Source: an optimization exercise on an open RTL-to-GDS flow (aim: small area, a short achievable clock period and few clock cycles per item). Production flows keep margins and buffers that such runs may drop. In this exercise RTL edits were held to simulation tests only and were not proved equivalent to the original.

==> v27 <==
Design epoch_seconds_to_date, start of the top module:
module epoch_seconds_to_date (
    input  logic        i_clk,
    input  logic        i_rst_n,
    input  logic        start,
    output logic        busy,
    input  logic [31:0] i_epoch_seconds,
    output logic        o_done,
    output logic [11:0] o_year,
    output logic [3:0]  o_month,
    output logic [4:0]  o_day,
    output logic [4:0]  o_hour,
    output logic [5:0]  o_minute,
    output logic [5:0]  o_second
);
    localparam logic [31:0] SKIP_2100 = 32'd4107542400;
    logic [24:0] q;
    logic [0:0]  skip;
    assign q    = i_epoch_seconds[31:7];
    assign skip = i_epoch_seconds >= SKIP_2100;
    logic a1;
    logic a2;
    logic a3;
    logic a4;
    logic a5;
    logic a6;
    logic a7;
    logic a8;
    logic a9;
    logic a10;
    logic a11;
    logic a12;
    logic a13;
    logic a14;
    logic a15;
    logic a16;
    logic a17;
    logic a18;
    logic a19;
    logic a20;
    logic a21;
    logic a22;
    logic a23;
    logic a24;
    logic a25;
    logic a26;
    logic a27;
    logic a28;
    logic a29;
    logic a30;
    logic a31;
    logic a32;
    logic a33;
    logic a34;
    logic a35;
    logic a36;
    logic a37;
    logic a38;
    logic a39;
    logic a40;
    logic a41;
    logic a42;
    logic a43;
    logic a44;
    logic a45;
    logic a46;
    logic a47;
  ...
==> flow/config.mk <==
export PLATFORM = sky130hd
export DESIGN_NAME = epoch_seconds_to_date
export DESIGN_NICKNAME = epoch_seconds_to_date
export VERILOG_FILES = /design/flow/design.v
export SDC_FILE = /design/flow/constraint.sdc
export NUM_CORES = 4
export LEC_CHECK = 0
export CAP_MARGIN = 20
export CORE_MARGIN = 2
export CORE_UTILIZATION = 40
export SLEW_MARGIN = 20
export SYNTH_HIERARCHICAL = 1
==> flow/constraint.sdc <==
create_clock -name core_clock -period 20.0 [get_ports {i_clk}]
set_input_delay 4.0000 -clock core_clock [delete_from_list [all_inputs] [get_ports {i_clk}]]
set_output_delay 4.0000 -clock core_clock [all_outputs]
set_load 0.01 [all_outputs]
standard.sh (not shown) runs the stock make flow with config.mk's settings and CLKGATE_MAP_FILE= SYNTH_SCRIPT=/design/flow/synth_recipe.tcl, a recipe that flattens the netlist after the stock synthesis.
==> flow/flow/run.sh <==
#!/bin/bash
# Standard layout (bash standard.sh, its synthesis unchanged), with the ports
# buffered by buf_2 cells and timing repair aiming for a larger setup slack.
set -e
cp standard.sh standard.sh.log
export BUFFER_PORTS_ARGS="-buffer_cell sky130_fd_sc_hd__buf_2"
export SETUP_SLACK_MARGIN=9.0
bash standard.sh > standard_run.log 2>&1
==> v29 (differences from v27) <==
--- a/flow/flow/run.sh
+++ b/flow/flow/run.sh
@@ -4,5 +4,5 @@
 set -e
 cp standard.sh standard.sh.log
 export BUFFER_PORTS_ARGS="-buffer_cell sky130_fd_sc_hd__buf_2"
-export SETUP_SLACK_MARGIN=9.0
+export SETUP_SLACK_MARGIN=9.3
 bash standard.sh > standard_run.log 2>&1
- CORE_UTILIZATION: 40 -> 65
- PLACE_DENSITY: unset -> 0.8
==> v16 (differences from v27) <==
--- a/flow/flow/run.sh
+++ b/flow/flow/run.sh
@@ -4,5 +4,5 @@
 set -e
 cp standard.sh standard.sh.log
 export BUFFER_PORTS_ARGS="-buffer_cell sky130_fd_sc_hd__buf_2"
-export SETUP_SLACK_MARGIN=9.0
+export SETUP_SLACK_MARGIN=10.0
 bash standard.sh > standard_run.log 2>&1
==> qor summary <==
                                                                      v16                      v27                      v29
Run status                                        complete, no violations  complete, no violations  complete, no violations
Number of fill cells                                                 2000                     2049                      956
Layout overhead on the synthesized area                             17.7%                    9.69%                    9.06%
Floorplan die area                                              22300 um2                22300 um2                13900 um2
Fraction of the cycle the final worst path needs                    48.9%                    51.9%                    51.8%
CP Capture Type                                                      flop               output pin                     flop
Clk tree area frac                                                  1.78%                    1.81%                    2.07%
Shortest period the worst path allows                             9.79 ns                 10.38 ns                 10.37 ns
Global-route track usage on met3                                    1.53%                    1.47%                    2.96%
CP Max Fanout                                                           4                       10                       10
Tapcell Cnt                                                           275                      275                      172
Detailed-placement wirelength estimate                           14600 um                 14900 um                 14300 um
Net count reported at finish                                         1292                     1260                     1260
Testbench counts of v27, summed over its fixed seeds: cycles 3,208, items 3,200.
Testbench counts of v29, summed over its fixed seeds: cycles 3,208, items 3,200.
Testbench counts of v16, summed over its fixed seeds: cycles 3,208, items 3,200.

[afterwards: timing with drivers on the ports]
The flow's constraints put no driver on any port. The routed layouts listed below were extracted and timed again, unchanged, in two steps.
Step 1 assumes that a clkbuf_16 drives the clock port and a buf_2 every other input.
Step 2 also shifts input and output timing later by t, the mid clock arrival at the registers, as if the neighbouring blocks saw the same clock.
Slacks: ideal / step 1 / step 2; pairs: ideal / step 1.
run | t (ns) | setup slack, ns | clock arrival spread, ns
v27 | 0.322 | 9.616 / 9.578 / 9.431 | 0.012 / 0.012
v29 | 0.318 | 9.631 / 9.648 / 9.331 | 0.005 / 0.005
v16 | 0.321 | 10.213 / 10.206 / 9.885 | 0.005 / 0.004
After both steps every run listed still meets setup and hold. The setup slack of v16, which loses most, moves by -0.007 ns with the drivers and by -0.328 ns with both steps.
